Background: an optimization exercise with open tools, aiming at small area, a short achievable clock period and few clock cycles. Do not read the settings as production practice. RTL that was checked went through simulation tests only; none was proved equivalent to the original. Function not checked in run 6: the RTL went through the layout flow alone. Power is estimated from default activity; no workload was simulated.

==> flow/design.v, too long to show whole: its modules and the start of the top module <==
// module pair_sequencer: 79 lines
// module sample_buffer: 48 lines
// module butterfly: 264 lines
// module tw_tree: 594 lines
// module fft_stage_top: 59 lines
module fft_stage_top
(
	input logic clk,
	input logic reset,
	input logic start,
	input fft_pkg::level_t level,
	input logic load_en,
	input fft_pkg::addr_t load_addr,
	input fft_pkg::sample_t load_real,
	input fft_pkg::sample_t load_imag,
	input fft_pkg::addr_t rd_addr,
	output logic busy,
	output logic done,
	output fft_pkg::sample_t rd_real,
	output fft_pkg::sample_t rd_imag
);
  // ...
==> flow/run.sh <==
#!/bin/bash
# synth_recipe.tcl (not shown) runs the flow's synth.tcl, then flattens the netlist and writes it again
# the make line also repeats each setting of config.mk as NAME=value (left out here)
make -C /OpenROAD-flow-scripts/flow DESIGN_CONFIG=/design/flow/config.mk WORK_HOME=/design/flow/orfs CLKGATE_MAP_FILE= SYNTH_SCRIPT=/design/flow/synth_recipe.tcl finish
==> flow/config.mk <==
export PLATFORM = sky130hd
export DESIGN_NAME = fft_stage_top
export DESIGN_NICKNAME = fft_stage_top
export VERILOG_FILES = /design/flow/design.v
export SDC_FILE = /design/flow/constraint.sdc
export NUM_CORES = 4
export LEC_CHECK = 0
export CAP_MARGIN = 20
export CORE_MARGIN = 2
export CORE_UTILIZATION = 65
export CTS_BUF_LIST = sky130_fd_sc_hd__clkbuf_8
export CTS_CLUSTER_SIZE = 20
export SETUP_SLACK_MARGIN = 5
export SLEW_MARGIN = 20
export TNS_END_PERCENT = 5
==> flow/constraint.sdc <==
create_clock -name core_clock -period 8.5 [get_ports {clk}]
set_input_delay 1.7000 -clock core_clock [delete_from_list [all_inputs] [get_ports {clk}]]
set_output_delay 1.7000 -clock core_clock [all_outputs]
set_load 0.01 [all_outputs]
==> results.json, run 1 <==
{
  "fp.dieW_um": 291,
  "taps": 1070,
  "routed.top_layer": "met5",
  "cts_resized": 228,
  "io_pins": 80,
  "maxPowerGroup": "combinational logic",
  "clk_latency_ps": 890,
  "ys_warn_count": 3,
  "r2r-end": "u_buf.bank1[3][15]$_DFFE_PP_",
  "gr-usage-met1": 0.530,
  "synth_edf_count": 514,
  "crit_buf_inv": 0,
  "post_cts_buffers": 63,
  "cts-buffers-inserted": 156,
  "clock_area_frac": 0.0546,
  "p_seq_frac": 0.362,
  "crit_type": "flop to flop",
  "hold_depth": 0,
  "fin_skew_ps": 59.5,
  "power_w": 0.0177,
  "hold_path.class": "flop to flop",
  "grt_max_degree": 71,
  "cts_max_level": 4,
  "synth-seq-cells": 962,
  "synth_compound_area_frac": 0.0967,
  "grt_util_met3": 0.0972,
  "ir_worst_vdd_mv": 0.221,
  "drt_iter0_markers": 4803,
  "multi_input_cells": 2989,
  "status": "timing/DRC/antenna clean",
  "clkSlewWorstSetupHoldPaths_ps": 60,
  "slew_violations": 0,
  "async_flop_share": 0,
  "rsz0062_at_grt": "true",
  "layout_common_cells": "514 x edfxtp_1, 510 x inv_1, 417 x dfxtp_1",
  "p_comb_frac": 0.399,
  "setup_tns_ps": 0,
  "num-nonclk-inverters": 473,
  "dpl_worst_slack_ps": 3010,
  "fill_cells": 5579,
  "rows": 105,
  "port_buffers": 79,
  "synth_simple_gate_area_frac": 0.0967,
  "place_inst": 5639,
  "crit_chain": "fa_1 -> ha_1 -> a21oi_1 -> nand2_1 -> o311ai_4 -> nand2_2 -> a221o_1 -> a31oi_4 -> o21bai_1 -> xnor2_2 -> o221ai_2"
}
Testbench counts, summed over its fixed seeds: cycles 10,888.
==> run 2, diff against run 1 <==
--- a/flow/config.mk
+++ b/flow/config.mk
@@ -8,5 +8,5 @@
 export CAP_MARGIN = 20
 export CORE_MARGIN = 2
-export CORE_UTILIZATION = 65
+export CORE_UTILIZATION = 55
 export CTS_BUF_LIST = sky130_fd_sc_hd__clkbuf_8
 export CTS_CLUSTER_SIZE = 20
==> run 2 against run 1 <==
  * Synthesized area is the same
  * Still clean on timing, DRC and antenna
  * Largest cell class unchanged
  * Fmax grew 1.8%
  * Clock-buffer cell count shrank 9
  * Wire length grew 1.7%
  * Non-clock buffer count grew 2
  * Synthesized cell count is the same
  * Combinational power grew 5.1%
  * Worst setup slack gained 66 ps
  * Clock power is essentially flat
  * Die area grew 18%
  * Flip-flop and latch count is the same
  * First-iteration DRC count shrank 17%
  * Highest routed layer unchanged
==> results.json, run 2 <==
{
  "antenna_found_initial": 4,
  "cts_tree": "done",
  "hold_path.class": "flop to flop",
  "nets": 5368,
  "crit_type": "flop to flop",
  "setup_tns_ps": 0,
  "fin_skew_ps": 57.0,
  "die_area_mm2": 0.0999,
  "synth.top_cell.area_share": 0.288,
  "clk_latency_ps": 890,
  "whs_ps": 315,
  "hold_viol": 0,
  "cts-root-buf": "clkbuf_8",
  "slew-limit-headroom": 0.327,
  "p_per_area_mw_per_mm2": 290,
  "clock-sinks": 962,
  "p_leak_nw": 24.4,
  "die_h_um": 316,
  "routabilityCongestion": 0.936,
  "hold_buffers": 0,
  "setup_violations": 0,
  "maxCapViolCount": 0,
  "arrival_ps": 4260,
  "grt_pass1_wl_mm": 253,
  "wirelength_mm": 177,
  "routedWlPerCell_um": 28.4,
  "power_w": 0.0180,
  "yosysSeqAreaShare": 0.456,
  "port_buffers": 79,
  "slowest_delay_ps": 520,
  "cts_max_level": 4,
  "rsz0062_at_grt": "true",
  "grt_max_degree": 61,
  "dpl_worst_slack_ps": 3100,
  "drive_above_1_share": 0.193,
  "drc_errors": 0,
  "layout_commonest_cell": "inv_1",
  "top_regs": "u_buf.bank0 (256), u_buf.bank1 (256)",
  "viasPerCell": 6.09,
  "coreArea_mm2": 0.0966,
  "synth_edf_count": 514,
  "synthCells": 4670,
  "start_util": 0.555,
  "status": "timing/DRC/antenna clean",
  "slowest_stage": "a21oi_2",
  "ir_worst_vdd_mv": 0.186,
  "synth-seq-cells": 962,
  "vias": 38005,
  "cts.path.max_buffers": 3,
  "fp.dieW_um": 316,
  "timing.final.crit_period_ps": 3680,
  "async_flop_share": 0,
  "yosys.area.top_type": "edfxtp_1",
  "setup_slack_ps": 4820,
  "yosys.cell_types.count": 89,
  "netlist_area_mm2": 0.0536,
  "synthToLayoutAreaGrowth_pct": 15.9,
  "ys.flop_type": "edfxtp_1",
  "max_slew.worst_pin.slew_ps": 1010,
  "crit_fanout": 8,
  "netlist_top_cells_area": "edfxtp_1 29%, dfxtp_1 17%, fa_1 11%",
  "drtAntennaViolNets": 0,
  "grt_pass1_vias": 37055,
  "startpoint_type": "flop",
  "io_pins": 80,
  "drt_iter0_markers": 3994,
  "final.period_utilization": 0.433,
  "syn-num-nets": 5210,
  "cts-buffers-inserted": 161,
  "regToRegSetupSlack_ps": 4820,
  "fmax_mhz": 272,
  "grt_overflow": 0,
  "synth_most_common_cell": "edfxtp_1",
  "crit_chain": "fa_2 -> ha_4 -> nand4_1 -> nor4_4 -> buf_4 -> a22oi_2 -> a21oi_4 -> a211oi_4 -> xnor2_1 -> mux2i_1 -> a21oi_2",
  "layout_common_cells": "534 x inv_1, 514 x edfxtp_1, 408 x dfxtp_1",
  "synth_common_cells": "514 x edfxtp_1, 470 x inv_1, 448 x dfxtp_1",
  "hpwlAfterDp_mm": 118,
  "first_pass_iters": 9,
  "syn_avg_cell_area_um2": 11.5,
  "critPathCaptureType": "flop",
  "grt_use_total": 0.357,
  "cp.required_ps": 9080,
  "rows": 114,
  "ys_warn_count": 3,
  "slew_violations": 0,
  "clkSlewWorstSetupHoldPaths_ps": 70
}
-- run 2: cell count changes in the layout (fill, tap and decap cells not counted), sizes merged, moves of 3 or more --
cell      change
inv          +27
clkinvlp      -6
clkinv        -7
bufinv        +3
clkbuf        -5
-- run 2: cells by family (layout without fill, tap and decap cells) --
kind of cell             count (synthesis)  count (layout)  share of synthesized area
AO/OA/AOI/OAI                          784             784                     0.0967
XOR/XNOR                               275             275                     0.0450
adder cells (fa/ha/maj)                510             510                      0.160
buffers and inverters                  722            1013                     0.0540
flip-flops                             962             962                      0.456
multiplexers                           299             299                     0.0917
other                                    0               1                          0
AND/OR/NAND/NOR                       1118            1120                     0.0967
-- run 2: metrics by stage --
stage | utilization | area (um^2) | cells
detailed placement | 0.576 | 55600 | 5846
global route | 0.643 | 62100 | 6240
CTS | 0.637 | 61500 | 6223
global placement | 0.576 | 55600 | 5846
finish | 0.643 | 62100 | 6240
floorplan | - | 53700 | 4670
-- run 2: routing by layer --
layer	global-route usage	wire, um	vias to the layer above
li1	-	-	16554
met1	0.475	70000	19216
met2	0.577	83100	1837
met3	0.0656	15500	396
met4	0.155	8540	2
met5	0	13	-
-- run 2: worst paths after layout --
check	start	endpoint	cells after the start
setup / recovery	u_bfly.w_re_h2[2]$_SDFF_PN0_	u_buf.bank1[4][26]$_DFFE_PP_	11
hold reg to reg	u_bfly.a_g[11]$_SDFF_PP0_	u_bfly.b_g_re[11]$_DFF_P_	0
hold / removal	u_bfly.a_g[11]$_SDFF_PP0_	u_bfly.b_g_re[11]$_DFF_P_	0
setup reg to reg	u_bfly.w_re_h2[2]$_SDFF_PN0_	u_buf.bank1[4][26]$_DFFE_PP_	11
-- run 2: area by class of cell --
cell class,instances,area (um^2)
multi-input combinational,2988,27900
antenna,1,2.50
inverter,473,1810
tap,1276,1600
sequential,962,24500
fill,7685,34500
clock inverter,107,696
timing repair buffer,242,2930
clock buffer,191,2630
-- run 2: timing repair --
| item | in CTS | in global routing |
|---|---|---|
| pin swaps | 63 | 29 |
| buffers inserted | 59 | 12 |
| cloned | 20 | 4 |
| gates resized for setup | 316 | 106 |
| setup endpoints to repair | 779 | 878 |
-- run 2: critical path, delay by kind of cell, from the launching register on --
kind / cells / cell delay, ps
adders and majority gates: 2 / 820
muxes: 1 / 200
and+or+nand+nor: 2 / 550
AOI/OAI and AO/OA: 4 / 980
DFF: 1 / 400
xor gates and xnor gates: 1 / 260
buffers and inverters: 1 / 150
-- run 2: power breakdown --
part	leakage [nW]	internal, W	switching [W]	total (W)
clock	1.97	0.00225	0.00197	0.00422
combinational	14.0	0.00296	0.00447	0.00743
sequential	8.39	0.00567	0.000691	0.00636
total	24.4	0.0109	0.00713	0.0180
==> run 3, diff against run 2 <==
--- a/flow/config.mk
+++ b/flow/config.mk
@@ -8,5 +8,5 @@
 export CAP_MARGIN = 20
 export CORE_MARGIN = 2
-export CORE_UTILIZATION = 55
+export CORE_UTILIZATION = 60
 export CTS_BUF_LIST = sky130_fd_sc_hd__clkbuf_8
 export CTS_CLUSTER_SIZE = 20
==> run 3 against run 2 <==
  * Still clean on timing, DRC and antenna
  * Global-route usage rose by 3.4 points
  * Die area fell by 8.2%
  * Hold slack got worse by 0.98 ps
==> results.json, run 3 <==
{
  "status": "timing/DRC/antenna clean",
  "cts.path.max_buffers": 3,
  "grt_overflow": 0,
  "first_pass_iters": 7,
  "cts-buffers-inserted": 160,
  "hold_viol": 0,
  "ys.flop_type": "edfxtp_1",
  "slew_violations": 0,
  "hold_start": "u_bfly.a_xe[11]$_DFF_P_",
  "yosys.cell_types.count": 89,
  "start_util": 0.606,
  "synth-seq-cells": 962,
  "io_pins": 80,
  "r2r-end": "u_bfly.w_im_h2[3]$_SDFF_PN0_",
  "fp.dieW_um": 303,
  "cts_tree": "done",
  "crit_family": "adder cells",
  "cts-root-buf": "clkbuf_8",
  "arrival_ps": 4460,
  "regToRegSetupSlack_ps": 4860,
  "ir_worst_vdd_mv": 0.209,
  "r2r-start": "u_bfly.b_g_re[10]$_DFF_P_",
  "drtAntennaViolNets": 0,
  "drive_above_1_share": 0.208,
  "crit_buf_inv": 4,
  "hold_path.class": "flop to flop",
  "syn-num-nets": 5210,
  "slowest_stage": "fa_1",
  "vias": 38531,
  "synth.top_cell.area_share": 0.288,
  "ys_warn_count": 3,
  "cp.required_ps": 9320,
  "fmax_mhz": 275,
  "worst_hold_path.endpoint": "u_bfly.b_xe[11]$_DFF_P_",
  "viasPerCell": 6.26,
  "clk_latency_ps": 930,
  "slowest_delay_ps": 550,
  "coreArea_mm2": 0.0884,
  "cts_max_level": 4,
  "syn_avg_cell_area_um2": 11.5,
  "async_flop_share": 0,
  "crit_chain": "buf_12 -> buf_4 -> and2_1 -> ha_1 -> xor2_1 -> fa_1 -> inv_1 -> fa_2 -> fa_1 -> inv_1 -> fa_2 -> and2_1",
  "top_regs": "u_buf.bank0 (256), u_buf.bank1 (256)",
  "whs_ps": 314,
  "netlist_top_cells_area": "edfxtp_1 29%, dfxtp_1 17%, fa_1 11%",
  "setup_violations": 0,
  "routabilityCongestion": 0.958,
  "critPathCaptureType": "flop",
  "yosys.area.top_type": "edfxtp_1",
  "startpoint_type": "flop",
  "drc_errors": 0,
  "slew-limit-headroom": 0.258,
  "grt_pass1_wl_mm": 254,
  "rsz0062_at_grt": "true",
  "port_buffers": 79,
  "wirelength_mm": 178,
  "clock-sinks": 962,
  "die_h_um": 303,
  "antenna_found_initial": 9,
  "fin_skew_ps": 72.0,
  "layout_common_cells": "514 x edfxtp_1, 508 x inv_1, 408 x dfxtp_1",
  "yosysSeqAreaShare": 0.456,
  "synth_edf_count": 514,
  "grt_use_total": 0.391,
  "setup_tns_ps": 0,
  "max_slew.worst_pin.slew_ps": 1110,
  "synthCells": 4670,
  "synthToLayoutAreaGrowth_pct": 16.3,
  "synth_most_common_cell": "edfxtp_1",
  "synth_common_cells": "514 x edfxtp_1, 470 x inv_1, 448 x dfxtp_1",
  "p_leak_nw": 24.4,
  "die_area_mm2": 0.0917,
  "p_per_area_mw_per_mm2": 289,
  "crit_type": "flop to flop",
  "crit_fanout": 5,
  "final.period_utilization": 0.428,
  "layout_commonest_cell": "edfxtp_1",
  "maxCapViolCount": 0,
  "final_area_mm2": 0.0623,
  "nets": 5391,
  "hpwlAfterDp_mm": 117,
  "rows": 109,
  "clkSlewWorstSetupHoldPaths_ps": 60,
  "place_area_mm2": 0.0554,
  "grt_pass1_vias": 37763,
  "fill_cells": 6397,
  "timing.final.crit_period_ps": 3640,
  "drt_iter0_markers": 4609,
  "crit_start": "u_bfly.b_g_re[10]$_DFF_P_",
  "hold_depth": 0,
  "reg2regPathDepth": 12,
  "netlist_area_mm2": 0.0536,
  "grt_max_degree": 75,
  "routedWlPerCell_um": 28.9
}
==> run 3: cell counts after synthesis <==
Identical to the previous run, type by type.
==> run 3: kinds of logic (layout without fill, tap and decap cells) <==
| kind of cell | after synthesis | count (layout) | synth area share |
|---|---|---|---|
| compound gates | 784 | 784 | 0.0967 |
| xor+xnor | 275 | 275 | 0.0450 |
| fa+ha+maj | 510 | 510 | 0.160 |
| buf+inv | 722 | 1037 | 0.0540 |
| flops | 962 | 962 | 0.456 |
| mux | 299 | 299 | 0.0917 |
| other cells | 0 | 4 | 0 |
| simple gates | 1118 | 1119 | 0.0967 |
==> run 3: how the worst max path moves through the flow <==
stage                                              end  slack [ps]  cells past startpoint
after floorplan             u_bfly.w_re_h1[10]$_DFF_P_        4660                     11
after global placement       u_bfly.w_im_h1[0]$_DFF_P_        3330                     11
after detailed placement     u_bfly.w_im_h1[0]$_DFF_P_        3310                     11
after CTS                    u_bfly.w_im_h1[1]$_DFF_P_        4850                     12
after global routing      u_bfly.w_re_h2[3]$_SDFF_PN0_        4760                     12
final                     u_bfly.w_im_h2[3]$_SDFF_PN0_        4860                     12
==> run 3: per-layer routing <==
layer / share of wire / vias up / global-route usage / wire (um)
li1: - / 16590 / - / -
met1: 0.37 / 19250 / 0.503 / 65800
met2: 0.47 / 2198 / 0.625 / 83100
met3: 0.10 / 489 / 0.0826 / 18000
met4: 0.061 / 4 / 0.215 / 10800
met5: 0.00015 / - / 0 / 27
==> run 3: layout make-up <==
cell class	instances	area, um^2	area share
multi-input combinational	2987	28100	0.452
sequential	962	24500	0.393
timing repair buffer	267	3150	0.0505
clock buffer	185	2550	0.0409
inverter	473	1810	0.0290
tap	1165	1460	0.0234
clock inverter	112	742	0.0119
antenna	4	10.0	0.000161
==> run 3: power breakdown <==
part / switching (W) / total (W) / internal (W) / leakage, nW
registers: 0.000729 / 0.00639 / 0.00566 / 8.39
clock network: 0.00203 / 0.00423 / 0.00220 / 1.88
logic: 0.00443 / 0.00740 / 0.00297 / 14.1
==> run 3: worst reg2reg max path, cell delays in order, from the launching register on <==
cell and delay [ps]:
dfxtp_4 410, buf_12 180, buf_4 190, and2_1 170, ha_1 240, xor2_1 180, fa_1 520, inv_1 60
fa_2 360, fa_1 550, inv_1 70, fa_2 520, and2_1 110
==> run 3: per-stage QoR <==
stage / instances / setup WS (ps) / util / power (W)
after floorplan: 4670 / 4660 / - / 0.0104
after global placement: 5739 / 3330 / 0.627 / 0.0127
after detailed placement: 5740 / 3310 / 0.627 / 0.0127
after CTS: 6126 / 4850 / 0.693 / 0.0176
after global routing: 6153 / 4760 / 0.705 / 0.0188
final: 6155 / 4860 / 0.705 / 0.0180
==> run 3: timing repair <==
action,CTS,global route
cloned,21,4
endpoints found under the setup margin,851,875
buffers inserted,68,21
resized for setup,312,173
hold buffers,0,0
pin swaps,43,60
hold endpoints to repair,0,0
==> run 4, diff against run 3 <==
--- a/flow/config.mk
+++ b/flow/config.mk
@@ -10,5 +10,5 @@
 export CORE_UTILIZATION = 60
 export CTS_BUF_LIST = sky130_fd_sc_hd__clkbuf_8
-export CTS_CLUSTER_SIZE = 20
+export CTS_CLUSTER_SIZE = 30
 export SETUP_SLACK_MARGIN = 5
 export SLEW_MARGIN = 20
==> run 4 against run 3 <==
  * Global-route usage unchanged
  * Synthesized area unchanged
  * Utilization unchanged
  * Via count unchanged
  * Final area unchanged
  * Critical path depth unchanged
  * Non-clock buffer count unchanged
  * Cell count unchanged
==> results.json, run 4 <==
{
  "fmax_mhz": 275,
  "dpl_worst_slack_ps": 3310,
  "yosys.area_share.xor_xnor": 0.0450,
  "maxCapViolCount": 0,
  "first_pass_iters": 7,
  "power_w": 0.0180,
  "hold_buffers": 0,
  "hold_viol": 0,
  "hold_start": "u_bfly.a_xe[11]$_DFF_P_",
  "antenna_found_initial": 9,
  "drive_above_1_share": 0.208,
  "cts_max_level": 4,
  "place_area_mm2": 0.0554,
  "arrival_ps": 4460,
  "cp.required_ps": 9320,
  "synth_most_common_cell": "edfxtp_1",
  "die_area_mm2": 0.0917,
  "status": "timing/DRC/antenna clean",
  "synth_mux_area_frac": 0.0917,
  "setup_slack_ps": 4860,
  "synth-seq-cells": 962,
  "io_pins": 80,
  "wirelength_mm": 178,
  "viasPerCell": 6.26,
  "r2r-start": "u_bfly.b_g_re[10]$_DFF_P_",
  "cts.path.max_buffers": 3,
  "setup_tns_ps": 0,
  "start_util": 0.606,
  "critPathCaptureType": "flop",
  "synth_compound_area_frac": 0.0967,
  "syn_avg_cell_area_um2": 11.5,
  "netlist_top_cells_area": "edfxtp_1 29%, dfxtp_1 17%, fa_1 11%",
  "grt_pass1_vias": 37763,
  "routedWlPerCell_um": 28.9,
  "fill_cells": 6397,
  "hpwlAfterDp_mm": 117,
  "slew_violations": 0,
  "vias": 38531,
  "routabilityCongestion": 0.958,
  "netlist_area_mm2": 0.0536,
  "cts_tree": "done",
  "crit_start": "u_bfly.b_g_re[10]$_DFF_P_",
  "async_flop_share": 0,
  "synth_common_cells": "514 x edfxtp_1, 470 x inv_1, 448 x dfxtp_1",
  "grt_pass1_wl_mm": 254,
  "synth_simple_gate_area_frac": 0.0967,
  "ir_worst_vdd_mv": 0.209,
  "hold_path.class": "flop to flop",
  "layout_commonest_cell": "edfxtp_1",
  "p_per_area_mw_per_mm2": 289,
  "port_buffers": 79,
  "synth_top_family_by_area": "adder cells",
  "synth.top_cell.area_share": 0.288,
  "cts-buffers-inserted": 160,
  "max_slew.worst_pin.slew_ps": 1110,
  "rsz0062_at_grt": "true",
  "synthToLayoutAreaGrowth_pct": 16.3,
  "grt_overflow": 0,
  "synthCells": 4670,
  "yosys.cell_types.count": 89,
  "nets": 5391,
  "yosysSeqAreaShare": 0.456,
  "synth_edf_count": 514,
  "ys.flop_type": "edfxtp_1",
  "top_regs": "u_buf.bank0 (256), u_buf.bank1 (256)",
  "setup_violations": 0,
  "drt_iter0_markers": 4609,
  "fin_skew_ps": 72.0,
  "timing.final.crit_period_ps": 3640,
  "p_leak_nw": 24.4,
  "final.period_utilization": 0.428,
  "startpoint_type": "flop",
  "syn-num-nets": 5210,
  "clock-sinks": 962,
  "crit_fanout": 5,
  "synth_fa_ha_area_frac": 0.160,
  "die_h_um": 303,
  "slew-limit-headroom": 0.258,
  "rows": 109,
  "yosys.area.top_type": "edfxtp_1",
  "clk_latency_ps": 930,
  "ys_warn_count": 3,
  "layout_common_cells": "514 x edfxtp_1, 508 x inv_1, 408 x dfxtp_1",
  "drc_errors": 0,
  "clkSlewWorstSetupHoldPaths_ps": 60,
  "cts-root-buf": "clkbuf_8",
  "final_area_mm2": 0.0623,
  "coreArea_mm2": 0.0884,
  "crit_type": "flop to flop",
  "grt_use_total": 0.391,
  "grt_max_degree": 75,
  "drtAntennaViolNets": 0,
  "fp.dieW_um": 303
}
[run 4: cell counts after synthesis]
Identical to the previous run, type by type.
[run 4: area by class of cell]
class,count,area (um^2),area share
inverter,473,1810,0.0290
multi-input combinational,2987,28100,0.452
antenna,4,10.0,0.000161
sequential,962,24500,0.393
clock buffer,185,2550,0.0409
clock inverter,112,742,0.0119
timing repair buffer,267,3150,0.0505
tap,1165,1460,0.0234
[run 4: cells by family after synthesis]
family,Yosys count
AND/OR/NAND/NOR,1118
flip-flops,962
AO/OA/AOI/OAI,784
buffers and inverters,722
adder cells (fa/ha/maj),510
multiplexers,299
XOR/XNOR,275
[run 4: final timing paths]
kind | slack [ps] | cells after the start | end
setup reg to reg | 4860 | 12 | u_bfly.w_im_h2[3]$_SDFF_PN0_
setup / recovery | 4860 | 12 | u_bfly.w_im_h2[3]$_SDFF_PN0_
hold / removal | 310 | 0 | u_bfly.b_xe[11]$_DFF_P_
hold reg to reg | 310 | 0 | u_bfly.b_xe[11]$_DFF_P_
[run 4: critical path, stage by stage, from the launching register on]
cell and delay, ps:
dfxtp_4 410, buf_12 180, buf_4 180, and2_1 170, ha_1 240, xor2_1 180
fa_1 520, inv_1 60, fa_2 360, fa_1 550, inv_1 70, fa_2 520
and2_1 110
[run 4: repair_timing]
item	in CTS	in global routing
buffers inserted	68	21
gates resized for setup	312	173
pin swaps	43	60
setup endpoints to repair	851	875
gates cloned	21	4
[run 4: where the power goes]
group,switching (W),internal (W)
clock network,0.00203,0.00220
registers,0.000729,0.00566
logic,0.00443,0.00297
[run 4: layer usage]
layer	up-vias	part of all wire	track usage
met3	489	0.10	0.0826
met2	2198	0.47	0.625
li1	16590	-	-
met1	19250	0.37	0.503
met5	-	0.00015	0
met4	4	0.061	0.215
[run 4: metrics by stage]
step / hold WS, ps / util / cells
finish: 314 / 0.705 / 6155
global route: 328 / 0.705 / 6153
CTS: 315 / 0.693 / 6126
detailed placement: 312 / 0.627 / 5740
global placement: 310 / 0.627 / 5739
floorplan: 310 / - / 4670
==> run 5, diff against run 4 <==
--- a/flow/config.mk
+++ b/flow/config.mk
@@ -8,8 +8,8 @@
 export CAP_MARGIN = 20
 export CORE_MARGIN = 2
-export CORE_UTILIZATION = 60
+export CORE_UTILIZATION = 65
 export CTS_BUF_LIST = sky130_fd_sc_hd__clkbuf_8
 export CTS_CLUSTER_SIZE = 30
-export SETUP_SLACK_MARGIN = 5
+export SETUP_SLACK_MARGIN = 4.9
 export SLEW_MARGIN = 20
 export TNS_END_PERCENT = 5
==> run 5 against run 4 <==
  * Global-route usage increased by 1.2 points
  * Clock-buffer cell count increased by 5
  * Clock power increased by 2%
  * Utilization increased by 3.5 points
  * Sequential share of layout area increased by 1.1 points
  * Largest cell class unchanged
  * Largest power group unchanged
==> results.json, run 5 <==
{
  "max_slew.worst_pin.slew_ps": 1140,
  "antenna_found_initial": 11,
  "die_area_mm2": 0.0847,
  "p_per_area_mw_per_mm2": 289,
  "grt_use_total": 0.403,
  "ys_warn_count": 3,
  "rsz0062_at_grt": "true",
  "p_leak_nw": 23.8,
  "slowest_stage": "dfxtp_1",
  "fill_cells": 5591,
  "critPathCaptureType": "flop",
  "slew-limit-headroom": 0.241,
  "ir_worst_vdd_mv": 0.221,
  "final.period_utilization": 0.446,
  "drc_errors": 0,
  "synth_edf_count": 514,
  "yosysSeqAreaShare": 0.456,
  "worst_hold_path.endpoint": "u_bfly.b_xe[28]$_DFF_P_",
  "cts.path.max_buffers": 3,
  "setup_tns_ps": 0,
  "vias": 37956,
  "layout_common_cells": "514 x edfxtp_1, 506 x inv_1, 413 x dfxtp_1",
  "slew_violations": 0,
  "routabilityCongestion": 0.943,
  "hold_buffers": 0,
  "cp.required_ps": 9050,
  "maxCapViolCount": 0,
  "synthToLayoutAreaGrowth_pct": 13.0,
  "rows": 105,
  "place_area_mm2": 0.0552,
  "drt_iter0_markers": 4527,
  "syn_avg_cell_area_um2": 11.5,
  "arrival_ps": 4340,
  "clock-sinks": 962,
  "utilization": 0.740,
  "drive_above_1_share": 0.172,
  "synthCells": 4670,
  "yosys.cell_types.count": 89,
  "viasPerCell": 6.34,
  "netlist_top_cells_area": "edfxtp_1 29%, dfxtp_1 17%, fa_1 11%",
  "nets": 5317,
  "grt_overflow": 0,
  "cts_max_level": 4,
  "fin_skew_ps": 55.1,
  "netlist_area_mm2": 0.0536,
  "r2r-end": "u_buf.bank0[5][25]$_DFFE_PP_",
  "slowest_delay_ps": 670,
  "status": "timing/DRC/antenna clean",
  "grt_pass1_vias": 37464,
  "drtAntennaViolNets": 0,
  "crit_fanout": 8,
  "ys.flop_type": "edfxtp_1",
  "clkSlewWorstSetupHoldPaths_ps": 70,
  "r2r-start": "u_bfly.w_byp$_DFF_P_",
  "startpoint_type": "flop",
  "hpwlAfterDp_mm": 113,
  "timing.final.crit_period_ps": 3790,
  "start_util": 0.654,
  "final_area_mm2": 0.0605,
  "cts-root-buf": "clkbuf_8",
  "layout_commonest_cell": "edfxtp_1",
  "synth-seq-cells": 962,
  "clk_latency_ps": 860,
  "cts_tree": "done",
  "grt_max_degree": 75,
  "io_pins": 80,
  "crit_buf_inv": 0,
  "hold_start": "u_bfly.a_xe[28]$_DFF_P_",
  "hold_depth": 0,
  "synth_common_cells": "514 x edfxtp_1, 470 x inv_1, 448 x dfxtp_1",
  "wirelength_mm": 169,
  "fp.dieW_um": 291,
  "synth_most_common_cell": "edfxtp_1",
  "regToRegSetupSlack_ps": 4710,
  "crit_family": "compound AO/OA/AOI/OAI gates",
  "hold_viol": 0,
  "synth.top_cell.area_share": 0.288,
  "syn-num-nets": 5210,
  "crit_type": "flop to flop",
  "crit_chain": "nand3b_1 -> o221ai_2 -> nor4_4 -> o2111ai_2 -> a21bo_2 -> a211oi_2 -> nor2_1 -> xor2_1 -> a221oi_2",
  "yosys.area.top_type": "edfxtp_1",
  "fmax_mhz": 264,
  "port_buffers": 79,
  "coreArea_mm2": 0.0818,
  "power_w": 0.0175,
  "grt_pass1_wl_mm": 246,
  "top_regs": "u_buf.bank0 (256), u_buf.bank1 (256)",
  "cts-buffers-inserted": 157,
  "routedWlPerCell_um": 28.3,
  "die_h_um": 291,
  "setup_violations": 0,
  "async_flop_share": 0,
  "hold_path.class": "flop to flop",
  "reg2regPathDepth": 9,
  "first_pass_iters": 9
}
run 5: cell counts after synthesis:
Identical to the previous run, type by type.
run 5: metal layers:
metal | part of all wire | vias to the layer above | wire [um] | GRT usage
met4 | 0.062 | 14 | 10500 | 0.224
met1 | 0.36 | 18669 | 61100 | 0.512
met2 | 0.47 | 2252 | 79700 | 0.647
li1 | - | 16483 | - | -
met5 | 0.00057 | - | 97 | 0
met3 | 0.11 | 538 | 18000 | 0.0896
run 5: worst max path at each step:
stage                                      start  cells after the start                            to
finish                      u_bfly.w_byp$_DFF_P_                      9  u_buf.bank0[5][25]$_DFFE_PP_
global route           u_bfly.b_g_re[10]$_DFF_P_                     12  u_bfly.w_re_h2[0]$_SDFF_PN0_
global placement                      rd_addr[0]                     12     u_bfly.w_re_h1[3]$_DFF_P_
detailed placement                    rd_addr[0]                     11     u_bfly.w_im_h1[3]$_DFF_P_
floorplan              u_bfly.b_g_re[10]$_DFF_P_                     13  u_bfly.w_im_h2[0]$_SDFF_PN0_
CTS                 u_bfly.w_im_h2[2]$_SDFF_PN0_                     11  u_buf.bank0[5][15]$_DFFE_PP_
run 5: final cells by class:
class,instances,area (um^2),share of cell area
multi-input combinational,2987,27300,0.451
sequential,962,24500,0.404
clock buffer,190,2620,0.0432
timing repair buffer,194,2210,0.0364
inverter,473,1810,0.0298
tap,1070,1340,0.0221
clock inverter,106,785,0.0130
timing repair inverter,2,17.5,0.000289
antenna,4,10.0,0.000165
run 5: through the flow:
stage                     cells  worst slack, ps  hold WS, ps
after detailed placement   5637             3090          313
after CTS                  5976             4580          319
after global placement     5635             3150          310
after global routing       5987             4670          332
after floorplan            4670             4650          310
final                      5988             4710          297
run 5: cells by family (layout without fill, tap and decap cells):
kind of cell | count (synthesis) | in the layout | share of synthesized area
xor gates and xnor gates | 275 | 275 | 0.0450
muxes | 299 | 299 | 0.0917
AOI/OAI and AO/OA | 784 | 784 | 0.0967
buffers and inverters | 722 | 965 | 0.0540
and+or+nand+nor | 1118 | 1119 | 0.0967
other | 0 | 4 | 0
adders and majority gates | 510 | 510 | 0.160
DFF | 962 | 962 | 0.456
run 5: what timing repair did:
item / 4_1_cts / 5_1_grt
resized for setup: 162 / 123
hold endpoints to repair: 0 / 0
cloned: 12 / 1
setup endpoints to repair: 679 / 864
buffers inserted: 31 / 6
pin swaps: 17 / 28
run 5: worst reg2reg max path: cells and delay by family, from the launching register on:
kind,cells,cell delay (ps)
flops,1,670
simple gates,3,950
compound gates,5,1690
xor+xnor,1,200
run 5: report_power, final:
group          leakage (nW)  internal [W]  switching, W
combinational          13.5       0.00271       0.00409
sequential             8.39       0.00566      0.000713
clock                  1.90       0.00233       0.00199
total                  23.8        0.0107       0.00679
==> module sample_buffer, before the edit <==
module sample_buffer
(
	input logic clk,
	input logic run,
	input logic [2:0] ri0,
	input logic [2:0] ri1,
	input logic [1:0] start_sel,
	output logic [31:0] rd0,
	output logic [31:0] rd1,
	output logic [31:0] x0_start,
	output logic [31:0] xs_start,
	input logic we0,
	input logic [2:0] wi0,
	input logic [31:0] wd0,
	input logic we1,
	input logic [2:0] wi1,
	input logic [31:0] wd1,
	input fft_pkg::addr_t rd_addr,
	output fft_pkg::sample_t rd_real,
	output fft_pkg::sample_t rd_imag
);
	logic [31:0] bank0 [0:7];
	logic [31:0] bank1 [0:7];
	logic [2:0] ri0_eff, ri1_eff;
	assign ri0_eff = run ? ri0 : rd_addr[2:0];
	assign ri1_eff = run ? ri1 : rd_addr[2:0];
	assign rd0 = bank0[ri0_eff];
	assign rd1 = bank1[ri1_eff];
	assign x0_start = bank0[0];
	always_comb
	begin
		case (start_sel)
			2'd0: xs_start = bank1[0];
			2'd1: xs_start = bank1[4];
			2'd2: xs_start = bank1[2];
			default: xs_start = bank1[1];
		endcase
	end
	always_ff @(posedge clk)
	begin
		{rd_real, rd_imag} <= (^rd_addr) ? rd1 : rd0;
	end
	always_ff @(posedge clk)
	begin
		if (we0) bank0[wi0] <= wd0;
		if (we1) bank1[wi1] <= wd1;
	end
endmodule
==> module butterfly, before the edit <==
module butterfly
(
	input logic clk,
	input logic reset,
	input logic rs_start,
	input logic rs_valid,
	input logic rs_last,
	input logic rs_bypass,
	input logic [2:0] rs_ri0,
	input logic [2:0] rs_ri1,
	input logic rs_swap,
	input fft_pkg::pair_t rs_k,
	input fft_pkg::level_t rs_level,
	input logic [31:0] rd0,
	input logic [31:0] rd1,
	input logic [31:0] x0_start,
	input logic [31:0] xs_start,
	output logic wr_valid,
	output logic wr_last,
	output logic [2:0] wi0,
	output logic [31:0] wd0,
	output logic [2:0] wi1,
	output logic [31:0] wd1
);
	logic [31:0] xe_r, xo_r;
	logic [2:0] r_wi0, r_wi1;
	logic r_swap;
	assign xe_r = rs_start ? x0_start : (rs_swap ? rd1 : rd0);
	assign xo_r = rs_start ? xs_start : (rs_swap ? rd0 : rd1);
	assign r_wi0 = rs_start ? 3'd0 : rs_ri0;
	assign r_wi1 = rs_start ? {rs_level == 2'd1, rs_level == 2'd2, rs_level == 2'd3} : rs_ri1;
	assign r_swap = rs_start ? 1'b0 : rs_swap;
	fft_pkg::pair_t k;
	logic [11:0] r_g;
	logic r_w2, r_ta;
	assign k = rs_k;
	assign r_w2 = (k[1:0] == 2'b10);
	assign r_ta = (k == 3'd1) || (k == 3'd7);
	always_comb
	begin
		if (k[0]) r_g = 12'b0111_1111_1111;
		else if (r_w2) r_g = 12'b1010_0011_0101;
		else r_g = 12'b0000_0010_0000;
	end
	logic a_valid, a_last;
	logic [2:0] a_wi0, a_wi1;
	logic a_swap, a_k2;
	logic [31:0] a_xe, a_xo;
	logic [11:0] a_g;
	logic a_w2, a_sa, a_sb, a_ta, a_tb;
	logic a_re_nc, a_re_ns, a_im_nc, a_im_ns, a_im_ne;
	always_ff @(posedge clk)
	begin
		if (reset)
		begin
			a_valid <= 1'b0;
			a_last <= 1'b0;
		end
		else
		begin
			a_valid <= rs_valid && !rs_bypass;
			a_last <= rs_valid && !rs_bypass && rs_last;
		end
	end
	always_ff @(posedge clk)
	begin
		a_wi0 <= r_wi0;
		a_wi1 <= r_wi1;
		a_swap <= r_swap;
		a_xe <= xe_r;
		a_xo <= xo_r;
		a_g <= r_g;
		a_k2 <= !k[2];
		a_w2 <= r_w2;
		a_sa <= (k == 3'd0) || (k == 3'd1) || (k == 3'd7);
		a_sb <= (k == 3'd3) || (k == 3'd4) || (k == 3'd5);
		a_ta <= r_ta;
		a_tb <= !r_ta && !r_w2;
		a_re_nc <= (k == 3'd7);
		a_re_ns <= (k == 3'd5);
		a_im_nc <= (k >= 3'd3);
		a_im_ns <= (k == 3'd1) || (k >= 3'd5);
		a_im_ne <= (k == 3'd6);
	end
	logic [16:0] xr17, xi17, ua, ub, ure, uim;
	logic [16:0] re_c, re_s, im_c, im_s;
	assign xr17 = {a_xo[31], a_xo[31:16]};
	assign xi17 = {a_xo[15], a_xo[15:0]};
	assign ua = xr17 + xi17;
	assign ub = xi17 - xr17;
	assign ure = a_k2 ? ua : ub;
	assign uim = a_k2 ? ub : ua;
	assign re_c = ({17{a_sa}} & xr17) | ({17{a_sb}} & xi17) | ({17{a_w2}} & ure);
	assign re_s = ({17{a_ta}} & xi17) | ({17{a_tb}} & xr17) | ({17{a_w2}} & ure);
	assign im_c = ({17{a_sa}} & xi17) | ({17{a_sb}} & xr17) | ({17{a_w2}} & uim);
	assign im_s = ({17{a_ta}} & xr17) | ({17{a_tb}} & xi17) | ({17{a_w2}} & uim);
	logic b_valid, b_last;
	logic [2:0] b_wi0, b_wi1;
	logic b_swap;
	logic [31:0] b_xe;
	logic [11:0] b_g_re, b_g_im;
	logic [16:0] b_re_c, b_re_s, b_re_e, b_im_c, b_im_s, b_im_e;
	logic b_re_nc, b_re_ns, b_im_nc, b_im_ns, b_im_ne;
	always_ff @(posedge clk)
	begin
		if (reset)
		begin
			b_valid <= 1'b0;
			b_last <= 1'b0;
		end
		else
		begin
			b_valid <= a_valid;
			b_last <= a_last;
		end
	end
	always_ff @(posedge clk)
	begin
		b_wi0 <= a_wi0;
		b_wi1 <= a_wi1;
		b_swap <= a_swap;
		b_xe <= a_xe;
		b_g_re <= a_g;
		b_g_im <= a_g;
		b_re_c <= re_c ^ {17{a_re_nc}};
		b_re_s <= re_s ^ {17{a_re_ns}};
		b_re_e <= ure;
		b_im_c <= im_c ^ {17{a_im_nc}};
		b_im_s <= im_s ^ {17{a_im_ns}};
		b_im_e <= uim ^ {17{a_im_ne}};
		b_re_nc <= a_re_nc;
		b_re_ns <= a_re_ns;
		b_im_nc <= a_im_nc;
		b_im_ns <= a_im_ns;
		b_im_ne <= a_im_ne;
	end
	logic [15:0] re_h1, re_h2, im_h1, im_h2;
	logic [13:0] re_l1, re_l2, im_l1, im_l2;
	tw_tree u_re
	(
		.wc(b_re_c), .ws(b_re_s), .we(b_re_e), .nc(b_re_nc), .ns(b_re_ns), .ne(1'b0),
		.g(b_g_re), .h1(re_h1), .h2(re_h2), .l1(re_l1), .l2(re_l2)
	);
	tw_tree u_im
	(
		.wc(b_im_c), .ws(b_im_s), .we(b_im_e), .nc(b_im_nc), .ns(b_im_ns), .ne(b_im_ne),
		.g(b_g_im), .h1(im_h1), .h2(im_h2), .l1(im_l1), .l2(im_l2)
	);
	logic [2:0] w_wi0, w_wi1;
	logic w_swap, w_byp, w_cx;
	logic [31:0] w_xe;
	logic [15:0] w_re_h1, w_re_h2, w_im_h1, w_im_h2;
	logic [13:0] w_re_l1, w_re_l2, w_im_l1, w_im_l2;
	logic bp_k4;
	assign bp_k4 = k[2];
	always_ff @(posedge clk)
	begin
		if (reset)
		begin
			wr_valid <= 1'b0;
			wr_last <= 1'b0;
		end
		else
		begin
			wr_valid <= b_valid || (rs_valid && rs_bypass);
			wr_last <= b_last || (rs_valid && rs_bypass && rs_last);
		end
	end
	always_ff @(posedge clk)
	begin
		if (b_valid)
		begin
			w_byp <= 1'b0;
			w_cx <= 1'b0;
			w_wi0 <= b_wi0;
			w_wi1 <= b_wi1;
			w_swap <= b_swap;
			w_xe <= b_xe;
			w_re_h1 <= re_h1;
			w_re_h2 <= re_h2;
			w_im_h1 <= im_h1;
			w_im_h2 <= im_h2;
		end
		else
		begin
			w_byp <= 1'b1;
			w_cx <= bp_k4;
			w_wi0 <= r_wi0;
			w_wi1 <= r_wi1;
			w_swap <= r_swap;
			w_xe <= xe_r;
			w_re_h1 <= bp_k4 ? xo_r[15:0] : xo_r[31:16];
			w_re_h2 <= '0;
			w_im_h1 <= bp_k4 ? ~xo_r[31:16] : xo_r[15:0];
			w_im_h2 <= '0;
		end
		w_re_l1 <= re_l1;
		w_re_l2 <= re_l2;
		w_im_l1 <= im_l1;
		w_im_l2 <= im_l2;
	end
	function automatic logic [15:0] add_late(input logic [15:0] a, input logic [15:0] b,
		input logic cin);
		logic [15:0] p, g, gg, pp, gn, pn;
		p = a ^ b;
		g = a & b;
		gg = g;
		pp = p;
		for (int d = 1; d < 16; d = d * 2)
		begin
			gn = gg;
			pn = pp;
			for (int i = d; i < 16; i++)
			begin
				gn[i] = gg[i] | (pp[i] & gg[i - d]);
				pn[i] = pp[i] & pp[i - d];
			end
			gg = gn;
			pp = pn;
		end
		add_late[0] = p[0] ^ cin;
		for (int i = 1; i < 16; i++)
			add_late[i] = p[i] ^ (gg[i - 1] | (pp[i - 1] & cin));
	endfunction
	function automatic logic carry14(input logic [13:0] a, input logic [13:0] b);
		logic [13:0] gg, pp, gn, pn;
		gg = a & b;
		pp = a ^ b;
		for (int d = 1; d < 14; d = d * 2)
		begin
			gn = gg;
			pn = pp;
			for (int i = d; i < 14; i++)
			begin
				gn[i] = gg[i] | (pp[i] & gg[i - d]);
				pn[i] = pp[i] & pp[i - d];
			end
			gg = gn;
			pp = pn;
		end
		carry14 = gg[13];
	endfunction
	logic re_c14, im_c14;
	logic [15:0] ye_re, ye_im, yo_re, yo_im;
	logic [15:0] se_re, ce_re, se_im, ce_im, so_re, co_re, so_im, co_im;
	assign re_c14 = !w_byp && carry14(w_re_l1, w_re_l2);
	assign im_c14 = w_byp ? w_cx : carry14(w_im_l1, w_im_l2);
	assign se_re = w_xe[31:16] ^ w_re_h1 ^ w_re_h2;
	assign ce_re = {(w_xe[30:16] & w_re_h1[14:0]) | (w_xe[30:16] & w_re_h2[14:0]) | (w_re_h1[14:0] & w_re_h2[14:0]), 1'b0};
	assign se_im = w_xe[15:0] ^ w_im_h1 ^ w_im_h2;
	assign ce_im = {(w_xe[14:0] & w_im_h1[14:0]) | (w_xe[14:0] & w_im_h2[14:0]) | (w_im_h1[14:0] & w_im_h2[14:0]), 1'b0};
	assign so_re = w_xe[31:16] ^ ~w_re_h1 ^ ~w_re_h2;
	assign co_re = {(w_xe[30:16] & ~w_re_h1[14:0]) | (w_xe[30:16] & ~w_re_h2[14:0]) | (~w_re_h1[14:0] & ~w_re_h2[14:0]), 1'b1};
	assign so_im = w_xe[15:0] ^ ~w_im_h1 ^ ~w_im_h2;
	assign co_im = {(w_xe[14:0] & ~w_im_h1[14:0]) | (w_xe[14:0] & ~w_im_h2[14:0]) | (~w_im_h1[14:0] & ~w_im_h2[14:0]), 1'b1};
	assign ye_re = add_late(se_re, ce_re, re_c14);
	assign ye_im = add_late(se_im, ce_im, im_c14);
	assign yo_re = add_late(so_re, co_re, !re_c14);
	assign yo_im = add_late(so_im, co_im, !im_c14);
	assign wi0 = w_wi0;
	assign wi1 = w_wi1;
	assign wd0 = w_swap ? {yo_re, yo_im} : {ye_re, ye_im};
	assign wd1 = w_swap ? {ye_re, ye_im} : {yo_re, yo_im};
endmodule
==> module fft_stage_top, before the edit <==
module fft_stage_top
(
	input logic clk,
	input logic reset,
	input logic start,
	input fft_pkg::level_t level,
	input logic load_en,
	input fft_pkg::addr_t load_addr,
	input fft_pkg::sample_t load_real,
	input fft_pkg::sample_t load_imag,
	input fft_pkg::addr_t rd_addr,
	output logic busy,
	output logic done,
	output fft_pkg::sample_t rd_real,
	output fft_pkg::sample_t rd_imag
);
	logic rs_run, rs_start, rs_valid, rs_last, rs_bypass, rs_swap;
	logic [2:0] rs_ri0, rs_ri1;
	fft_pkg::pair_t rs_k;
	logic [1:0] rs_start_sel;
	logic [31:0] rd0, rd1, x0_start, xs_start;
	logic bf_we, bf_last;
	logic [2:0] bf_wi0, bf_wi1;
	logic [31:0] bf_wd0, bf_wd1;
	logic we0, we1;
	logic [2:0] wi0, wi1;
	logic [31:0] wd0, wd1;
	logic load_par;
	pair_sequencer u_seq
	(
		.clk(clk), .reset(reset), .start(start), .level(level), .wr_last(bf_last),
		.busy(busy), .done(done), .rs_run(rs_run), .rs_start(rs_start), .rs_valid(rs_valid),
		.rs_last(rs_last), .rs_bypass(rs_bypass), .rs_ri0(rs_ri0), .rs_ri1(rs_ri1),
		.rs_swap(rs_swap), .rs_k(rs_k), .rs_start_sel(rs_start_sel)
	);
	butterfly u_bfly
	(
		.clk(clk), .reset(reset), .rs_start(rs_start), .rs_valid(rs_valid),
		.rs_last(rs_last), .rs_bypass(rs_bypass), .rs_ri0(rs_ri0), .rs_ri1(rs_ri1),
		.rs_swap(rs_swap), .rs_k(rs_k), .rs_level(rs_start_sel),
		.rd0(rd0), .rd1(rd1), .x0_start(x0_start), .xs_start(xs_start),
		.wr_valid(bf_we), .wr_last(bf_last),
		.wi0(bf_wi0), .wd0(bf_wd0), .wi1(bf_wi1), .wd1(bf_wd1)
	);
	assign load_par = ^load_addr;
	assign we0 = bf_we || (load_en && !load_par);
	assign we1 = bf_we || (load_en && load_par);
	assign wi0 = bf_we ? bf_wi0 : load_addr[2:0];
	assign wi1 = bf_we ? bf_wi1 : load_addr[2:0];
	assign wd0 = bf_we ? bf_wd0 : {load_real, load_imag};
	assign wd1 = bf_we ? bf_wd1 : {load_real, load_imag};
	sample_buffer u_buf
	(
		.clk(clk), .run(rs_run), .ri0(rs_ri0), .ri1(rs_ri1), .start_sel(rs_start_sel),
		.rd0(rd0), .rd1(rd1), .x0_start(x0_start), .xs_start(xs_start),
		.we0(we0), .wi0(wi0), .wd0(wd0), .we1(we1), .wi1(wi1), .wd1(wd1),
		.rd_addr(rd_addr), .rd_real(rd_real), .rd_imag(rd_imag)
	);
endmodule
==> run 6, diff against run 5 <==
--- a/flow/design.v
+++ b/flow/design.v
@@ -95,5 +95,4 @@
 (
 	input logic clk,
-	input logic run,
 	input logic [2:0] ri0,
 	input logic [2:0] ri1,
@@ -115,9 +114,6 @@
 	logic [31:0] bank0 [0:7];
 	logic [31:0] bank1 [0:7];
-	logic [2:0] ri0_eff, ri1_eff;
-	assign ri0_eff = run ? ri0 : rd_addr[2:0];
-	assign ri1_eff = run ? ri1 : rd_addr[2:0];
-	assign rd0 = bank0[ri0_eff];
-	assign rd1 = bank1[ri1_eff];
+	assign rd0 = bank0[ri0];
+	assign rd1 = bank1[ri1];
 	assign x0_start = bank0[0];
 	always_comb
@@ -132,5 +128,8 @@
 	always_ff @(posedge clk)
 	begin
-		{rd_real, rd_imag} <= (^rd_addr) ? rd1 : rd0;
+		if (^rd_addr)
+			{rd_real, rd_imag} <= bank1[rd_addr[2:0]];
+		else
+			{rd_real, rd_imag} <= bank0[rd_addr[2:0]];
 	end
 	always_ff @(posedge clk)
@@ -168,6 +167,8 @@
 	logic [2:0] r_wi0, r_wi1;
 	logic r_swap;
+	logic [31:0] xo_n;
+	assign xo_n = rs_swap ? rd0 : rd1;
 	assign xe_r = rs_start ? x0_start : (rs_swap ? rd1 : rd0);
-	assign xo_r = rs_start ? xs_start : (rs_swap ? rd0 : rd1);
+	assign xo_r = rs_start ? xs_start : xo_n;
 	assign r_wi0 = rs_start ? 3'd0 : rs_ri0;
 	assign r_wi1 = rs_start ? {rs_level == 2'd1, rs_level == 2'd2, rs_level == 2'd3} : rs_ri1;
@@ -192,43 +193,31 @@
 	logic a_w2, a_sa, a_sb, a_ta, a_tb;
 	logic a_re_nc, a_re_ns, a_im_nc, a_im_ns, a_im_ne;
-	always_ff @(posedge clk)
-	begin
-		if (reset)
-		begin
-			a_valid <= 1'b0;
-			a_last <= 1'b0;
-		end
-		else
-		begin
-			a_valid <= rs_valid && !rs_bypass;
-			a_last <= rs_valid && !rs_bypass && rs_last;
-		end
-	end
-	always_ff @(posedge clk)
-	begin
-		a_wi0 <= r_wi0;
-		a_wi1 <= r_wi1;
-		a_swap <= r_swap;
-		a_xe <= xe_r;
-		a_xo <= xo_r;
-		a_g <= r_g;
-		a_k2 <= !k[2];
-		a_w2 <= r_w2;
-		a_sa <= (k == 3'd0) || (k == 3'd1) || (k == 3'd7);
-		a_sb <= (k == 3'd3) || (k == 3'd4) || (k == 3'd5);
-		a_ta <= r_ta;
-		a_tb <= !r_ta && !r_w2;
-		a_re_nc <= (k == 3'd7);
-		a_re_ns <= (k == 3'd5);
-		a_im_nc <= (k >= 3'd3);
-		a_im_ns <= (k == 3'd1) || (k >= 3'd5);
-		a_im_ne <= (k == 3'd6);
-	end
-	logic [16:0] xr17, xi17, ua, ub, ure, uim;
+	assign a_valid = rs_valid && !rs_bypass;
+	assign a_last = rs_valid && !rs_bypass && rs_last;
+	assign a_wi0 = r_wi0;
+	assign a_wi1 = r_wi1;
+	assign a_swap = r_swap;
+	assign a_xe = xe_r;
+	assign a_xo = xo_r;
+	assign a_g = r_g;
+	assign a_k2 = !k[2];
+	assign a_w2 = r_w2;
+	assign a_sa = (k == 3'd0) || (k == 3'd1) || (k == 3'd7);
+	assign a_sb = (k == 3'd3) || (k == 3'd4) || (k == 3'd5);
+	assign a_ta = r_ta;
+	assign a_tb = !r_ta && !r_w2;
+	assign a_re_nc = (k == 3'd7);
+	assign a_re_ns = (k == 3'd5);
+	assign a_im_nc = (k >= 3'd3);
+	assign a_im_ns = (k == 3'd1) || (k >= 3'd5);
+	assign a_im_ne = (k == 3'd6);
+	logic [16:0] xr17, xi17, xr17_n, xi17_n, ua, ub, ure, uim;
 	logic [16:0] re_c, re_s, im_c, im_s;
 	assign xr17 = {a_xo[31], a_xo[31:16]};
 	assign xi17 = {a_xo[15], a_xo[15:0]};
-	assign ua = xr17 + xi17;
-	assign ub = xi17 - xr17;
+	assign xr17_n = {xo_n[31], xo_n[31:16]};
+	assign xi17_n = {xo_n[15], xo_n[15:0]};
+	assign ua = xr17_n + xi17_n;
+	assign ub = xi17_n - xr17_n;
 	assign ure = a_k2 ? ua : ub;
 	assign uim = a_k2 ? ub : ua;
@@ -1053,5 +1042,5 @@
 	sample_buffer u_buf
 	(
-		.clk(clk), .run(rs_run), .ri0(rs_ri0), .ri1(rs_ri1), .start_sel(rs_start_sel),
+		.clk(clk), .ri0(rs_ri0), .ri1(rs_ri1), .start_sel(rs_start_sel),
 		.rd0(rd0), .rd1(rd1), .x0_start(x0_start), .xs_start(xs_start),
 		.we0(we0), .wi0(wi0), .wd0(wd0), .we1(we1), .wi1(wi1), .wd1(wd1),
--- a/flow/config.mk
+++ b/flow/config.mk
@@ -10,6 +10,6 @@
 export CORE_UTILIZATION = 65
 export CTS_BUF_LIST = sky130_fd_sc_hd__clkbuf_8
-export CTS_CLUSTER_SIZE = 30
-export SETUP_SLACK_MARGIN = 4.9
+export CTS_CLUSTER_SIZE = 20
+export SETUP_SLACK_MARGIN = 5
 export SLEW_MARGIN = 20
 export TNS_END_PERCENT = 5
==> run 6 against run 5 <==
  * Utilization rose by 1.6 points
  * Via count fell by 0.71%
  * Clock skew fell by 1.3 ps
  * Clock power fell by 5.1%
  * Die area rose by 0.73%
  * Sequential power fell by 6.1%
  * Hold slack improved by 120 ps
==> results.json, run 6 <==
{
  "synth.top_cell.area_share": 0.286,
  "utilization": 0.755,
  "cp.depth": 19,
  "slew-limit-headroom": 0.223,
  "rsz0062_at_grt": "true",
  "die_h_um": 292,
  "p_leak_nw": 24.1,
  "cts-root-buf": "clkbuf_8",
  "drc_errors": 0,
  "nets": 5141,
  "final.period_utilization": 0.500,
  "arrival_ps": 4980,
  "instances_no_fill": 5769,
  "grt_use_total": 0.402,
  "top_regs": "u_buf.bank0 (256), u_buf.bank1 (256)",
  "cp.required_ps": 9230,
  "io_pins": 80,
  "die_area_mm2": 0.0853,
  "multi_input_area_mm2": 0.0301,
  "fill_cells": 5385,
  "wirelength_mm": 168,
  "p_per_area_mw_per_mm2": 337,
  "grt_pass1_vias": 37180,
  "drt_iter0_markers": 4906,
  "timing.final.crit_period_ps": 4250,
  "regToRegSetupSlack_ps": 4250,
  "start_util": 0.657,
  "crit_type": "flop to flop",
  "drtAntennaViolNets": 0,
  "async_flop_share": 0,
  "r2r-start": "u_seq.ri1_q[1]$_DFF_P_",
  "cts_max_level": 4,
  "seqCellArea_mm2": 0.0227,
  "fin_skew_ps": 53.8,
  "ys.flop_type": "edfxtp_1",
  "layout_commonest_cell": "edfxtp_1",
  "drive_above_1_share": 0.245,
  "crit_chain": "buf_12 -> buf_12 -> buf_4 -> mux4_2 -> mux2_4 -> o21ai_4 -> inv_2 -> ha_4 -> o2111ai_4 -> nand4_1 -> buf_4 -> buf_6 -> a31oi_2 -> o21bai_2 -> nand2_1 -> o21ai_2 -> xnor2_2 -> a222oi_1 -> xnor2_1",
  "fmax_mhz": 235,
  "crit_fanout": 6,
  "synth_common_cells": "514 x edfxtp_1, 469 x inv_1, 361 x dfxtp_1",
  "netlist_top_cells_area": "edfxtp_1 29%, dfxtp_1 13%, mux4_2 13%",
  "hpwlAfterDp_mm": 113,
  "startpoint_type": "flop",
  "setup_violations": 0,
  "syn_avg_cell_area_um2": 12.3,
  "hold_viol": 0,
  "fp.dieW_um": 292,
  "synthCells": 4398,
  "reg2regPathDepth": 19,
  "antenna_found_initial": 14,
  "port_buffers": 79,
  "hold_start": "u_bfly.b_re_ns$_DFF_P_",
  "vias": 37688,
  "cts_tree": "done",
  "critPathCaptureType": "flop",
  "synth_most_common_cell": "edfxtp_1",
  "synthToLayoutAreaGrowth_pct": 15.0,
  "crit_family": "compound AO/OA/AOI/OAI gates",
  "cts.path.max_buffers": 3,
  "layout_common_cells": "514 x edfxtp_1, 492 x inv_1, 331 x fa_1, 331 x dfxtp_1, 320 x mux4_2",
  "clock-sinks": 875,
  "crit_buf_inv": 6,
  "netlist_area_mm2": 0.0540,
  "place_inst": 5358,
  "hold_depth": 1,
  "first_pass_iters": 7,
  "yosys.cell_types.count": 91,
  "ys_warn_count": 3,
  "grt_max_degree": 85,
  "status": "timing/DRC/antenna clean",
  "grt_pass1_wl_mm": 246,
  "slowest_stage": "mux4_2",
  "cts-buffers-inserted": 146,
  "crit_start": "u_seq.ri1_q[1]$_DFF_P_",
  "coreArea_mm2": 0.0821,
  "ir_worst_vdd_mv": 0.214,
  "synth-seq-cells": 875,
  "hold_buffers": 0,
  "grt_overflow": 0,
  "max_slew.worst_pin.slew_ps": 1150,
  "slew_violations": 0,
  "r2r-end": "u_bfly.b_re_c[9]$_DFF_P_",
  "clk_latency_ps": 870,
  "maxCapViolCount": 0,
  "clkSlewWorstSetupHoldPaths_ps": 70,
  "viasPerCell": 6.53,
  "routedWlPerCell_um": 29.2,
  "yosys.area.top_type": "edfxtp_1",
  "yosysSeqAreaShare": 0.420,
  "setup_tns_ps": 0,
  "routabilityCongestion": 0.996,
  "hold_path.class": "flop to flop",
  "rows": 105,
  "syn-num-nets": 4964,
  "synth_edf_count": 514,
  "slowest_delay_ps": 510,
  "endpoint": "u_bfly.b_re_c[9]$_DFF_P_"
}
run 6: changes by cell type in the layout (fill, tap and decap cells not counted), moves of 58 or more:
cell and delta:
mux4_2 +176, dfxtp_1 -82, xnor2_1 -76, and2_1 +70
fa_1 +61, a211oi_1 -60, buf_4 +58
run 6: how the worst min path moves through the flow:
stage | endpoint | slack [ps]
2_1_floorplan | u_bfly.w_im_l2[1]$_DFF_P_ | 390
3_3_place_gp | u_bfly.w_re_l2[1]$_DFF_P_ | 400
3_5_place_dp | u_bfly.w_re_l2[1]$_DFF_P_ | 410
4_1_cts | u_bfly.w_re_l2[1]$_DFF_P_ | 420
5_1_grt | u_seq.busy$_SDFFE_PP0P_ | 460
6_report | u_bfly.w_re_l2[1]$_DFF_P_ | 410
run 6: what timing repair did:
item | in CTS | in global routing
setup endpoints to repair | 781 | 1066
gates resized for setup | 211 | 149
pin swaps | 74 | 64
cloned | 4 | 0
buffers inserted | 91 | 42
run 6: kinds of logic (layout without fill, tap and decap cells):
group	count (synthesis)	after routing	synth area share
simple gates	984	984	0.0855
compound gates	630	630	0.0779
flops	875	875	0.420
other cells	0	3	0
xor+xnor	199	199	0.0323
fa+ha+maj	524	524	0.169
buf+inv	718	1016	0.0522
mux	468	468	0.163
run 6: per-stage QoR:
step                      hold slack (ps)  total power [W]  worst slack, ps  cell area, um^2
after global placement                401           0.0148             3110            55700
after detailed placement              408           0.0149             3090            55700
final                                 414           0.0209             4250            62000
after global routing                  462           0.0219             4120            62000
after CTS                             416           0.0199             4350            61000
after floorplan                       389           0.0120             4720            54200
run 6: power breakdown:
group	internal (W)	switching [W]	leakage (nW)
Sequential	0.00537	0.000615	7.67
Combinational	0.00441	0.00639	14.6
Clock	0.00227	0.00184	1.80
run 6: layout make-up:
type / instances / share of cell area
clock inverter: 93 / 0.0127
timing repair buffer: 267 / 0.0452
inverter: 480 / 0.0294
sequential: 875 / 0.367
clock buffer: 176 / 0.0391
multi-input combinational: 2805 / 0.485
tap: 1070 / 0.0216
antenna: 3 / 0.000121
run 6: metal layers:
| metal | GRT usage | up-vias | share of wire | wire length (um) |
|---|---|---|---|---|
| li1 | - | 15827 | - | - |
| met1 | 0.552 | 18969 | 0.37 | 61800 |
| met2 | 0.619 | 2405 | 0.46 | 77000 |
| met3 | 0.0856 | 481 | 0.12 | 20100 |
| met4 | 0.193 | 6 | 0.057 | 9590 |
| met5 | 0 | - | 0.00026 | 43 |
run 6: worst register-to-register path: cells and delay by family (launching register included):
kind | cells | cell delay (ps)
adder cells (fa/ha/maj) | 1 | 270
flip-flops | 1 | 400
AO/OA/AOI/OAI | 6 | 1120
multiplexers | 2 | 830
AND/OR/NAND/NOR | 2 | 330
buffers and inverters | 6 | 850
XOR/XNOR | 2 | 330

## re-timing with driven ports
No port has a modelled driver above. Below, the same layouts with a new extraction and two added sets of constraints.
Step 1 assumes that a clkbuf_16 drives the clock port and a buf_2 every other input.
Step 2 moves the port delays by t, midway between the first and last clock arrival at a register: inputs arrive t later, outputs are due t later. That takes back most of the time a late clock gives input paths.
Slacks: ideal ports / drivers / drivers and shift; pairs: ideal ports / drivers.
| run | t (ns) | slack for setup (ns) | clock arrival spread, ns |
|---|---|---|---|
| run 1 | 0.934 | 4.753 / 4.707 / 3.937 | 0.065 / 0.065 |
| run 2 | 0.942 | 4.819 / 4.819 / 3.969 | 0.059 / 0.059 |
| run 3 | 0.964 | 4.858 / 4.858 / 3.979 | 0.072 / 0.072 |
| run 4 | 0.964 | 4.858 / 4.858 / 3.979 | 0.072 / 0.072 |
| run 5 | 0.901 | 4.707 / 4.707 / 3.919 | 0.055 / 0.055 |
| run 6 | 0.907 | 4.250 / 4.250 / 3.433 | 0.058 / 0.058 |
After both steps setup and hold are still met in every run listed.
